Background: an optimization exercise with open tools, aiming at small area, a short achievable clock period and few clock cycles per item. Do not read the settings as production practice. Only simulation tests tie the RTL to the original design; equivalence was not proved. Power is estimated from default activity; no workload was simulated.

==> job 4384: inputs <==
==> flow/design.v <==
`timescale 1ns/1ps
module xbar_top (
  input  logic                                  clk,
  input  logic                                  rst_n,
  input  logic [4*32-1:0]  start_addr_i,
  input  logic [4*32-1:0]  end_addr_i,
  input  logic [2*(4 + 32)-1:0] aw_i,
  input  logic [2-1:0]               aw_valid_i,
  output logic [2-1:0]               aw_ready_o,
  input  logic [2*(32 + (32 / 8))-1:0] w_i,
  input  logic [2-1:0]               w_valid_i,
  output logic [2-1:0]               w_ready_o,
  input  logic [2*(4 + 32)-1:0] ar_i,
  input  logic [2-1:0]               ar_valid_i,
  output logic [2-1:0]               ar_ready_o,
  output logic [2*(4 + 2)-1:0]    b_o,
  output logic [2-1:0]               b_valid_o,
  input  logic [2-1:0]               b_ready_i,
  output logic [2*(4 + 32 + 2)-1:0]    r_o,
  output logic [2-1:0]               r_valid_o,
  input  logic [2-1:0]               r_ready_i,
  output logic [4*((1 + 4) + 32)-1:0] t_aw_o,
  output logic [4-1:0]               t_aw_valid_o,
  input  logic [4-1:0]               t_aw_ready_i,
  output logic [4*(32 + (32 / 8))-1:0] t_w_o,
  output logic [4-1:0]               t_w_valid_o,
  input  logic [4-1:0]               t_w_ready_i,
  output logic [4*((1 + 4) + 32)-1:0] t_ar_o,
  output logic [4-1:0]               t_ar_valid_o,
  input  logic [4-1:0]               t_ar_ready_i,
  input  logic [4*((1 + 4) + 2)-1:0]    t_b_i,
  input  logic [4-1:0]               t_b_valid_i,
  output logic [4-1:0]               t_b_ready_o,
  input  logic [4*((1 + 4) + 32 + 2)-1:0]    t_r_i,
  input  logic [4-1:0]               t_r_valid_i,
  output logic [4-1:0]               t_r_ready_o
);
  localparam int NI = 2;
  localparam int NT = 4;
  localparam int AW = 32;
  localparam int IW = 4;
  localparam int IA = (4 + 32);
  localparam int WB = (32 + (32 / 8));
  localparam int TA = ((1 + 4) + 32);
  localparam int TB = ((1 + 4) + 2);
  localparam int TR = ((1 + 4) + 32 + 2);
  localparam int IB = (4 + 2);
  localparam int IR = (4 + 32 + 2);
  function automatic logic ge(input logic [AW-1:0] x, input logic [AW-1:0] y);
    logic c;
    c = 1'b1;
    for (int j = 0; j < AW; j++)
      c = (x[j] & ~y[j]) | (x[j] & c) | (~y[j] & c);
    ge = c;
  endfunction
  function automatic logic [NT-1:0] decode(
    input logic [AW-1:0]    addr,
    input logic [NT*AW-1:0] lo,
    input logic [NT*AW-1:0] hi
  );
    logic [NT-1:0] in_win;
    logic [NT-1:0] hit;
    for (int k = 0; k < NT; k++)
      in_win[k] = ge(addr, lo[k*AW +: AW]) && ge(hi[k*AW +: AW], addr);
    hit = '0;
    for (int k = 0; k < NT; k++)
      hit[k] = in_win[k] && !(|(in_win & ((1 << k) - 1)));
    decode = hit;
  endfunction
  logic [NT-1:0] aw_hit [NI];
  logic [NT-1:0] ar_hit [NI];
  logic [IA-1:0] aw_sp [NI];
  logic [IA-1:0] ar_sp [NI];
  logic [NI-1:0] aw_sv, ar_sv;
  logic [NI-1:0] aw_miss, ar_miss;
  logic [NI-1:0] aw_load, ar_load;
  logic [NI-1:0] aw_xfer, w_xfer, ar_xfer;    
  for (genvar i = 0; i < NI; i++)
  begin : dec_g
    assign aw_miss[i] = ~|aw_hit[i];
    assign ar_miss[i] = ~|ar_hit[i];
    assign aw_load[i] = aw_valid_i[i] && aw_ready_o[i];
    assign ar_load[i] = ar_valid_i[i] && ar_ready_o[i];
    always_ff @(posedge clk)
    begin
      if (!rst_n)
      begin
        aw_sv[i] <= 1'b0;
        ar_sv[i] <= 1'b0;
      end
      else
      begin
        aw_sv[i] <= aw_load[i] || (aw_sv[i] && !aw_xfer[i]);
        ar_sv[i] <= ar_load[i] || (ar_sv[i] && !ar_xfer[i]);
      end
      if (aw_load[i])
      begin
        aw_hit[i] <= decode(aw_i[i*IA +: AW], start_addr_i, end_addr_i);
        aw_sp[i]  <= aw_i[i*IA +: IA];
      end
      if (ar_load[i])
      begin
        ar_hit[i] <= decode(ar_i[i*IA +: AW], start_addr_i, end_addr_i);
        ar_sp[i]  <= ar_i[i*IA +: IA];
      end
    end
  end
  logic [2:0]    wq0 [NI];
  logic [2:0]    wq1 [NI];
  logic [1:0]    wq_cnt [NI];
  logic [NI-1:0] wq_ne, wq_full;
  logic [2:0]    aw_dest [NI];
  logic [NI-1:0] wq_push, wq_pop;
  logic [NI-1:0] w_ahead;    
  logic [NI-1:0] w_with;     
  logic [NT-1:0] aw_pres [NI];
  logic [NT-1:0] aw_gnt [NI];
  logic [NT-1:0] pend_inc, pend_dec;
  logic [1:0]    pend_cnt [NT];
  logic [NT-1:0] pend_own;
  logic [1:0]    eb_st [NI];    
  logic [IW-1:0] eb_id [NI];
  logic [NI-1:0] er_v;
  logic [IW-1:0] er_id [NI];
  logic [NI-1:0] eb_take, er_take;
  logic [NT-1:0] aw_req [NI];
  logic [NT-1:0] ar_req [NI];
  logic [NT-1:0] aw_sel, ar_sel;       
  logic [NT-1:0] aw_last, ar_last;     
  logic [NT-1:0] aw_lock, ar_lock;     
  for (genvar k = 0; k < NT; k++)
  begin : targ_g
    for (genvar i = 0; i < NI; i++)
    begin : req_g
      assign aw_req[i][k] = aw_sv[i] && aw_hit[i][k] && !wq_full[i] &&
                            (pend_cnt[k] == 2'd0 || pend_own[k] == i);
      assign ar_req[i][k] = ar_sv[i] && ar_hit[i][k];
    end
    assign aw_sel[k] = aw_lock[k] ? aw_last[k] :
                       (aw_req[0][k] && aw_req[1][k]) ? !aw_last[k] : aw_req[1][k];
    assign ar_sel[k] = ar_lock[k] ? ar_last[k] :
                       (ar_req[0][k] && ar_req[1][k]) ? !ar_last[k] : ar_req[1][k];
    assign t_aw_valid_o[k] = aw_sel[k] ? aw_req[1][k] : aw_req[0][k];
    assign t_ar_valid_o[k] = ar_sel[k] ? ar_req[1][k] : ar_req[0][k];
    assign t_aw_o[k*TA +: TA] = {aw_sel[k], aw_sel[k] ? aw_sp[1] : aw_sp[0]};
    assign t_ar_o[k*TA +: TA] = {ar_sel[k], ar_sel[k] ? ar_sp[1] : ar_sp[0]};
    assign t_w_o[k*WB +: WB] = ((pend_cnt[k] != 2'd0) ? pend_own[k] : aw_sel[k]) ?
                               w_i[WB +: WB] : w_i[0 +: WB];
    assign t_w_valid_o[k]    = (w_valid_i[0] && ((wq_ne[0] && wq0[0] == {1'b0, 2'(k)}) ||
                                                 (w_with[0] && aw_pres[0][k]))) ||
                               (w_valid_i[1] && ((wq_ne[1] && wq0[1] == {1'b0, 2'(k)}) ||
                                                 (w_with[1] && aw_pres[1][k])));
    assign pend_inc[k] = (wq_push[0] && aw_gnt[0][k]) || (wq_push[1] && aw_gnt[1][k]);
    assign pend_dec[k] = (wq_pop[0] && wq0[0] == {1'b0, 2'(k)}) ||
                         (wq_pop[1] && wq0[1] == {1'b0, 2'(k)});
    always_ff @(posedge clk)
    begin
      if (!rst_n)
      begin
        aw_lock[k]  <= 1'b0;
        ar_lock[k]  <= 1'b0;
        aw_last[k]  <= 1'b0;
        ar_last[k]  <= 1'b0;
        pend_cnt[k] <= 2'd0;
        pend_own[k] <= 1'b0;
      end
      else
      begin
        aw_lock[k] <= t_aw_valid_o[k] && !t_aw_ready_i[k];
        ar_lock[k] <= t_ar_valid_o[k] && !t_ar_ready_i[k];
        if (t_aw_valid_o[k])
          aw_last[k] <= aw_sel[k];
        if (t_ar_valid_o[k])
          ar_last[k] <= ar_sel[k];
        if (pend_inc[k])
          pend_own[k] <= aw_sel[k];
        pend_cnt[k] <= pend_cnt[k] + 2'(pend_inc[k]) - 2'(pend_dec[k]);
      end
    end
  end
  for (genvar i = 0; i < NI; i++)
  begin : init_g
    logic [NT-1:0] ar_gnt;
    for (genvar k = 0; k < NT; k++)
    begin : gnt_g
      assign aw_pres[i][k] = aw_req[i][k] && (aw_sel[k] == i);
      assign aw_gnt[i][k]  = aw_pres[i][k] && t_aw_ready_i[k];
      assign ar_gnt[k] = ar_req[i][k] && (ar_sel[k] == i) && t_ar_ready_i[k];
    end
    assign aw_xfer[i]    = aw_sv[i] && (aw_miss[i] ? (eb_st[i] == 2'd0 && !wq_full[i]) : |aw_gnt[i]);
    assign ar_xfer[i]    = ar_sv[i] && (ar_miss[i] ? !er_v[i] : |ar_gnt);
    assign aw_ready_o[i] = !aw_sv[i] || aw_xfer[i];
    assign ar_ready_o[i] = !ar_sv[i] || ar_xfer[i];
    assign w_with[i]     = !wq_ne[i] && !w_ahead[i];
    assign w_ready_o[i]  = wq_ne[i] ? (wq0[i][2] || t_w_ready_i[wq0[i][1:0]]) :
                                      (w_with[i] && |(aw_pres[i] & t_w_ready_i));
    assign w_xfer[i]  = w_valid_i[i] && w_ready_o[i];
    assign aw_dest[i] = aw_miss[i] ? 3'b100 :
                        {1'b0, aw_hit[i][3] | aw_hit[i][2], aw_hit[i][3] | aw_hit[i][1]};
    assign wq_ne[i]   = wq_cnt[i] != 2'd0;
    assign wq_push[i] = aw_xfer[i] && !w_ahead[i] && !(w_with[i] && w_xfer[i]);
    assign wq_pop[i]  = w_xfer[i] && wq_ne[i];
    assign wq_full[i] = wq_cnt[i] == 2'd2;
    always_ff @(posedge clk)
    begin
      if (!rst_n)
      begin
        wq_cnt[i] <= 2'd0;
        w_ahead[i] <= 1'b0;
        eb_st[i]  <= 2'd0;
        er_v[i]   <= 1'b0;
      end
      else
      begin
        wq_cnt[i] <= wq_cnt[i] + 2'(wq_push[i]) - 2'(wq_pop[i]);
        if (aw_xfer[i])
          w_ahead[i] <= 1'b0;
        else if (w_xfer[i] && w_with[i])
          w_ahead[i] <= 1'b1;
        case (eb_st[i])
          2'd0: if (aw_xfer[i] && aw_miss[i]) eb_st[i] <= 2'd1;
          2'd1: if (w_xfer[i] && wq0[i][2])   eb_st[i] <= 2'd2;
          2'd2: if (b_ready_i[i] && eb_take[i]) eb_st[i] <= 2'd0;
          default: eb_st[i] <= 2'd0;
        endcase
        if (ar_xfer[i] && ar_miss[i])
          er_v[i] <= 1'b1;
        else if (r_ready_i[i] && er_take[i])
          er_v[i] <= 1'b0;
      end
    end
    always_ff @(posedge clk)
    begin
      if (wq_pop[i])
      begin
        wq0[i] <= (wq_push[i] && wq_cnt[i] == 2'd1) ? aw_dest[i] : wq1[i];
        if (wq_push[i])
          wq1[i] <= aw_dest[i];
      end
      else if (wq_push[i])
      begin
        if (wq_cnt[i] == 2'd0)
          wq0[i] <= aw_dest[i];
        else
          wq1[i] <= aw_dest[i];
      end
      if (aw_xfer[i] && aw_miss[i])
        eb_id[i] <= aw_sp[i][AW +: IW];
      if (ar_xfer[i] && ar_miss[i])
        er_id[i] <= ar_sp[i][AW +: IW];
    end
  end
  logic [NT:0]   b_gnt [NI];
  logic [NT:0]   r_gnt [NI];
  for (genvar i = 0; i < NI; i++)
  begin : resp_g
    logic [NT:0] b_req, r_req, b_pick, r_pick;
    logic [NT:0] b_gnt_q, r_gnt_q;
    logic        b_lock, r_lock;
    for (genvar k = 0; k < NT; k++)
    begin : src_g
      assign b_req[k] = t_b_valid_i[k] && (t_b_i[k*TB + TB - 1] == i);
      assign r_req[k] = t_r_valid_i[k] && (t_r_i[k*TR + TR - 1] == i);
    end
    assign b_req[NT] = (eb_st[i] == 2'd2);
    assign r_req[NT] = er_v[i];
    assign b_pick = b_req & ~(b_req - 1'b1);
    assign r_pick = r_req & ~(r_req - 1'b1);
    assign b_gnt[i] = b_lock ? b_gnt_q : b_pick;
    assign r_gnt[i] = r_lock ? r_gnt_q : r_pick;
    assign b_valid_o[i] = |(b_gnt[i] & b_req);
    assign r_valid_o[i] = |(r_gnt[i] & r_req);
    assign eb_take[i]   = b_gnt[i][NT];
    assign er_take[i]   = r_gnt[i][NT];
    always_comb
    begin
      b_o[i*IB +: IB] = b_gnt[i][NT] ? {eb_id[i], 2'b11} : '0;
      r_o[i*IR +: IR] = r_gnt[i][NT] ? {er_id[i], {32{1'b0}}, 2'b11} : '0;
      for (int k = 0; k < NT; k++)
      begin
        if (b_gnt[i][k])
          b_o[i*IB +: IB] = b_o[i*IB +: IB] | t_b_i[k*TB +: IB];
        if (r_gnt[i][k])
          r_o[i*IR +: IR] = r_o[i*IR +: IR] | t_r_i[k*TR +: IR];
      end
    end
    always_ff @(posedge clk)
    begin
      if (!rst_n)
      begin
        b_lock <= 1'b0;
        r_lock <= 1'b0;
      end
      else
      begin
        b_lock <= b_valid_o[i] && !b_ready_i[i];
        r_lock <= r_valid_o[i] && !r_ready_i[i];
      end
      b_gnt_q <= b_gnt[i];
      r_gnt_q <= r_gnt[i];
    end
  end
  for (genvar k = 0; k < NT; k++)
  begin : tresp_g
    assign t_b_ready_o[k] = (b_gnt[0][k] && b_ready_i[0]) || (b_gnt[1][k] && b_ready_i[1]);
    assign t_r_ready_o[k] = (r_gnt[0][k] && r_ready_i[0]) || (r_gnt[1][k] && r_ready_i[1]);
  end
endmodule
==> flow/flow/run.sh <==
#!/bin/bash
# The standard layout, with every port buffered by the smallest buffer
# cell instead of the delay buffer buffer_ports picks on its own.
set -euo pipefail
export BUFFER_PORTS_ARGS="-buffer_cell sky130_fd_sc_hd__buf_1"
bash standard.sh finish > standard_flow.log 2>&1
==> flow/standard.sh <==
#!/bin/bash
# synth_recipe.tcl (not shown) runs the flow's synth.tcl, then flattens the netlist and writes it again
# the make line also repeats each setting of config.mk as NAME=value (left out here)
make -C /OpenROAD-flow-scripts/flow DESIGN_CONFIG=/design/flow/config.mk WORK_HOME=/design/flow/orfs CLKGATE_MAP_FILE= SYNTH_SCRIPT=/design/flow/synth_recipe.tcl "${@:-finish}"
==> flow/config.mk <==
export PLATFORM = sky130hd
export DESIGN_NAME = xbar_top
export DESIGN_NICKNAME = xbar_top
export VERILOG_FILES = /design/flow/design.v
export SDC_FILE = /design/flow/constraint.sdc
export NUM_CORES = 4
export LEC_CHECK = 0
export CAP_MARGIN = 20
export CORE_AREA = 5 5 425 425
export DIE_AREA = 0 0 430 430
export SETUP_SLACK_MARGIN = 3
export SLEW_MARGIN = 20
==> flow/constraint.sdc <==
create_clock -name core_clock -period 9.0 [get_ports {clk}]
set_input_delay 1.8000 -clock core_clock [delete_from_list [all_inputs] [get_ports {clk}]]
set_output_delay 1.8000 -clock core_clock [all_outputs]
set_load 0.01 [all_outputs]
==> job 8384 (differences from job 4384) <==
--- a/flow/design.v
+++ b/flow/design.v
@@ -54,5 +54,5 @@
     ge = c;
   endfunction
-  function automatic logic [NT-1:0] decode(
+  function automatic logic [NT-1:0] windows(
     input logic [AW-1:0]    addr,
     input logic [NT*AW-1:0] lo,
@@ -60,12 +60,16 @@
   );
     logic [NT-1:0] in_win;
-    logic [NT-1:0] hit;
     for (int k = 0; k < NT; k++)
       in_win[k] = ge(addr, lo[k*AW +: AW]) && ge(hi[k*AW +: AW], addr);
-    hit = '0;
+    windows = in_win;
+  endfunction
+  function automatic logic [NT-1:0] lowest(input logic [NT-1:0] in_win);
+    logic [NT-1:0] hit;
     for (int k = 0; k < NT; k++)
       hit[k] = in_win[k] && !(|(in_win & ((1 << k) - 1)));
-    decode = hit;
+    lowest = hit;
   endfunction
+  logic [NT-1:0] aw_win [NI];
+  logic [NT-1:0] ar_win [NI];
   logic [NT-1:0] aw_hit [NI];
   logic [NT-1:0] ar_hit [NI];
@@ -78,6 +82,8 @@
   for (genvar i = 0; i < NI; i++)
   begin : dec_g
-    assign aw_miss[i] = ~|aw_hit[i];
-    assign ar_miss[i] = ~|ar_hit[i];
+    assign aw_hit[i]  = lowest(aw_win[i]);
+    assign ar_hit[i]  = lowest(ar_win[i]);
+    assign aw_miss[i] = ~|aw_win[i];
+    assign ar_miss[i] = ~|ar_win[i];
     assign aw_load[i] = aw_valid_i[i] && aw_ready_o[i];
     assign ar_load[i] = ar_valid_i[i] && ar_ready_o[i];
@@ -96,10 +102,10 @@
       if (aw_load[i])
       begin
-        aw_hit[i] <= decode(aw_i[i*IA +: AW], start_addr_i, end_addr_i);
+        aw_win[i] <= windows(aw_i[i*IA +: AW], start_addr_i, end_addr_i);
         aw_sp[i]  <= aw_i[i*IA +: IA];
       end
       if (ar_load[i])
       begin
-        ar_hit[i] <= decode(ar_i[i*IA +: AW], start_addr_i, end_addr_i);
+        ar_win[i] <= windows(ar_i[i*IA +: AW], start_addr_i, end_addr_i);
         ar_sp[i]  <= ar_i[i*IA +: IA];
       end
@@ -255,7 +261,5 @@
   for (genvar i = 0; i < NI; i++)
   begin : resp_g
-    logic [NT:0] b_req, r_req, b_pick, r_pick;
-    logic [NT:0] b_gnt_q, r_gnt_q;
-    logic        b_lock, r_lock;
+    logic [NT:0] b_req, r_req, b_cand, r_cand, b_pick, r_pick;
     for (genvar k = 0; k < NT; k++)
     begin : src_g
@@ -265,8 +269,8 @@
     assign b_req[NT] = (eb_st[i] == 2'd2);
     assign r_req[NT] = er_v[i];
-    assign b_pick = b_req & ~(b_req - 1'b1);
-    assign r_pick = r_req & ~(r_req - 1'b1);
-    assign b_gnt[i] = b_lock ? b_gnt_q : b_pick;
-    assign r_gnt[i] = r_lock ? r_gnt_q : r_pick;
+    assign b_cand = b_req & ~(b_gnt[i] & {(NT+1){b_ready_i[i]}});
+    assign r_cand = r_req & ~(r_gnt[i] & {(NT+1){r_ready_i[i]}});
+    assign b_pick = b_cand & ~(b_cand - 1'b1);
+    assign r_pick = r_cand & ~(r_cand - 1'b1);
     assign b_valid_o[i] = |(b_gnt[i] & b_req);
     assign r_valid_o[i] = |(r_gnt[i] & r_req);
@@ -289,20 +293,20 @@
       if (!rst_n)
       begin
-        b_lock <= 1'b0;
-        r_lock <= 1'b0;
+        b_gnt[i] <= '0;
+        r_gnt[i] <= '0;
       end
       else
       begin
-        b_lock <= b_valid_o[i] && !b_ready_i[i];
-        r_lock <= r_valid_o[i] && !r_ready_i[i];
+        if (!(b_valid_o[i] && !b_ready_i[i]) && |b_cand)
+          b_gnt[i] <= b_pick;
+        if (!(r_valid_o[i] && !r_ready_i[i]) && |r_cand)
+          r_gnt[i] <= r_pick;
       end
-      b_gnt_q <= b_gnt[i];
-      r_gnt_q <= r_gnt[i];
     end
   end
   for (genvar k = 0; k < NT; k++)
   begin : tresp_g
-    assign t_b_ready_o[k] = (b_gnt[0][k] && b_ready_i[0]) || (b_gnt[1][k] && b_ready_i[1]);
-    assign t_r_ready_o[k] = (r_gnt[0][k] && r_ready_i[0]) || (r_gnt[1][k] && r_ready_i[1]);
+    assign t_b_ready_o[k] = b_gnt[t_b_i[k*TB + TB - 1]][k] && b_ready_i[t_b_i[k*TB + TB - 1]];
+    assign t_r_ready_o[k] = r_gnt[t_r_i[k*TR + TR - 1]][k] && r_ready_i[t_r_i[k*TR + TR - 1]];
   end
 endmodule
Settings changed: SETUP_SLACK_MARGIN 3 to 3.5.
==> job 3408 (differences from job 4384) <==
--- a/flow/design.v
+++ b/flow/design.v
@@ -54,5 +54,5 @@
     ge = c;
   endfunction
-  function automatic logic [NT-1:0] decode(
+  function automatic logic [NT-1:0] windows(
     input logic [AW-1:0]    addr,
     input logic [NT*AW-1:0] lo,
@@ -60,12 +60,16 @@
   );
     logic [NT-1:0] in_win;
-    logic [NT-1:0] hit;
     for (int k = 0; k < NT; k++)
       in_win[k] = ge(addr, lo[k*AW +: AW]) && ge(hi[k*AW +: AW], addr);
-    hit = '0;
+    windows = in_win;
+  endfunction
+  function automatic logic [NT-1:0] lowest(input logic [NT-1:0] in_win);
+    logic [NT-1:0] hit;
     for (int k = 0; k < NT; k++)
       hit[k] = in_win[k] && !(|(in_win & ((1 << k) - 1)));
-    decode = hit;
+    lowest = hit;
   endfunction
+  logic [NT-1:0] aw_win [NI];
+  logic [NT-1:0] ar_win [NI];
   logic [NT-1:0] aw_hit [NI];
   logic [NT-1:0] ar_hit [NI];
@@ -78,6 +82,8 @@
   for (genvar i = 0; i < NI; i++)
   begin : dec_g
-    assign aw_miss[i] = ~|aw_hit[i];
-    assign ar_miss[i] = ~|ar_hit[i];
+    assign aw_hit[i]  = lowest(aw_win[i]);
+    assign ar_hit[i]  = lowest(ar_win[i]);
+    assign aw_miss[i] = ~|aw_win[i];
+    assign ar_miss[i] = ~|ar_win[i];
     assign aw_load[i] = aw_valid_i[i] && aw_ready_o[i];
     assign ar_load[i] = ar_valid_i[i] && ar_ready_o[i];
@@ -96,10 +102,10 @@
       if (aw_load[i])
       begin
-        aw_hit[i] <= decode(aw_i[i*IA +: AW], start_addr_i, end_addr_i);
+        aw_win[i] <= windows(aw_i[i*IA +: AW], start_addr_i, end_addr_i);
         aw_sp[i]  <= aw_i[i*IA +: IA];
       end
       if (ar_load[i])
       begin
-        ar_hit[i] <= decode(ar_i[i*IA +: AW], start_addr_i, end_addr_i);
+        ar_win[i] <= windows(ar_i[i*IA +: AW], start_addr_i, end_addr_i);
         ar_sp[i]  <= ar_i[i*IA +: IA];
       end
@@ -255,7 +261,5 @@
   for (genvar i = 0; i < NI; i++)
   begin : resp_g
-    logic [NT:0] b_req, r_req, b_pick, r_pick;
-    logic [NT:0] b_gnt_q, r_gnt_q;
-    logic        b_lock, r_lock;
+    logic [NT:0] b_req, r_req, b_cand, r_cand, b_pick, r_pick;
     for (genvar k = 0; k < NT; k++)
     begin : src_g
@@ -265,8 +269,8 @@
     assign b_req[NT] = (eb_st[i] == 2'd2);
     assign r_req[NT] = er_v[i];
-    assign b_pick = b_req & ~(b_req - 1'b1);
-    assign r_pick = r_req & ~(r_req - 1'b1);
-    assign b_gnt[i] = b_lock ? b_gnt_q : b_pick;
-    assign r_gnt[i] = r_lock ? r_gnt_q : r_pick;
+    assign b_cand = b_req & ~(b_gnt[i] & {(NT+1){b_ready_i[i]}});
+    assign r_cand = r_req & ~(r_gnt[i] & {(NT+1){r_ready_i[i]}});
+    assign b_pick = b_cand & ~(b_cand - 1'b1);
+    assign r_pick = r_cand & ~(r_cand - 1'b1);
     assign b_valid_o[i] = |(b_gnt[i] & b_req);
     assign r_valid_o[i] = |(r_gnt[i] & r_req);
@@ -289,20 +293,20 @@
       if (!rst_n)
       begin
-        b_lock <= 1'b0;
-        r_lock <= 1'b0;
+        b_gnt[i] <= '0;
+        r_gnt[i] <= '0;
       end
       else
       begin
-        b_lock <= b_valid_o[i] && !b_ready_i[i];
-        r_lock <= r_valid_o[i] && !r_ready_i[i];
+        if (!(b_valid_o[i] && !b_ready_i[i]) && |b_cand)
+          b_gnt[i] <= b_pick;
+        if (!(r_valid_o[i] && !r_ready_i[i]) && |r_cand)
+          r_gnt[i] <= r_pick;
       end
-      b_gnt_q <= b_gnt[i];
-      r_gnt_q <= r_gnt[i];
     end
   end
   for (genvar k = 0; k < NT; k++)
   begin : tresp_g
-    assign t_b_ready_o[k] = (b_gnt[0][k] && b_ready_i[0]) || (b_gnt[1][k] && b_ready_i[1]);
-    assign t_r_ready_o[k] = (r_gnt[0][k] && r_ready_i[0]) || (r_gnt[1][k] && r_ready_i[1]);
+    assign t_b_ready_o[k] = b_gnt[t_b_i[k*TB + TB - 1]][k] && b_ready_i[t_b_i[k*TB + TB - 1]];
+    assign t_r_ready_o[k] = r_gnt[t_r_i[k*TR + TR - 1]][k] && r_ready_i[t_r_i[k*TR + TR - 1]];
   end
 endmodule
==> flow/flow/run.sh (replaced) <==
#!/bin/bash
# The standard layout with two changes to how it is made:
# - every port is buffered by the smallest buffer cell instead of the delay
#   buffer buffer_ports picks on its own;
# - pins may sit one routing track apart instead of two, so the die can be
#   sized by the cells rather than by the 1246 pins around its edge.
set -euo pipefail
export BUFFER_PORTS_ARGS="-buffer_cell sky130_fd_sc_hd__buf_1"
export PLACE_PINS_ARGS="-min_distance 1 -min_distance_in_tracks"
bash standard.sh finish > standard_flow.log 2>&1
Settings changed: CORE_AREA 5 5 425 425 to 5 5 275 275, DIE_AREA 0 0 430 430 to 0 0 280 280, SETUP_SLACK_MARGIN 3 to 3.5.
==> qor summary <==
Psw: job 4384 0.00278 W; job 8384 0.00259 W; job 3408 -
Final hold slack: job 4384 0.503 ns; job 8384 0.521 ns; job 3408 -
Max_cap viols: job 4384 0; job 8384 0; job 3408 -
Worst vdd rail ir drop: job 4384 0.000141 V; job 8384 0.000118 V; job 3408 -
Met3 WL post-DR: job 4384 38,000 µm; job 8384 39,800 µm; job 3408 -
Outcome: job 4384 finished clean; job 8384 finished clean; job 3408 aborted with a tool error
Last stage reached: job 4384 -; job 8384 -; job 3408 global routing
Total number of placement rows: job 4384 154; job 8384 154; job 3408 99
Portion of total power attributed to the clock network: job 4384 25.7%; job 8384 24.9%; job 3408 -
Startpoint of the worst hold path: job 4384 resp_g[0].r_gnt_q[2]; job 8384 r_gnt[0][2]; job 3408 -
Max Clk Rate: job 4384 167 MHz; job 8384 186 MHz; job 3408 -
CLK BUF: job 4384 45; job 8384 34; job 3408 -
Logic depth of the worst setup path including buffers: job 4384 12; job 8384 10; job 3408 -
Commonest non-fill, non-tap cell in the layout: job 4384 buf_1; job 8384 buf_1; job 3408 -
Cells after DPL: job 4384 7,772; job 8384 7,836; job 3408 6,415
H-tree Lvls: job 4384 2; job 8384 1; job 3408 2
Testbench counts of job 4384, summed over its fixed seeds: cycles 2,988, items 6,400.
Testbench counts of job 8384, summed over its fixed seeds: cycles 3,045, items 6,400.
Testbench counts of job 3408, summed over its fixed seeds: cycles 3,045, items 6,400.

[separate check: timing with driven ports]
The results above use ideal ports. As a check the final layouts listed here were re-extracted and re-timed, cells and wires unchanged. Step 1, drivers: a clkbuf_16 drives clk and a buf_2 each remaining input, both assumed. Step 2, shift: input delay + t, output delay - t, t = (earliest + latest rising clock arrival at the registers) / 2. This alone moves slack from input paths to output paths. Three values: ideal, step 1, step 2; two values: the first two.
run | t (ns) | setup WS [ns] | worst hold slack (ns) | pins driven straight from the clock port
job 4384 | 0.652 | 3.023 / 3.038 / 2.395 | 0.503 / 0.503 / 0.503 | 1
job 8384 | 0.661 | 3.626 / 3.566 / 2.968 | 0.521 / 0.521 / 0.521 | 1
After both steps every run listed still meets setup and hold. For job 8384, which loses most, drivers alone change the setup slack by -0.060 ns; drivers and shift together by -0.658 ns.
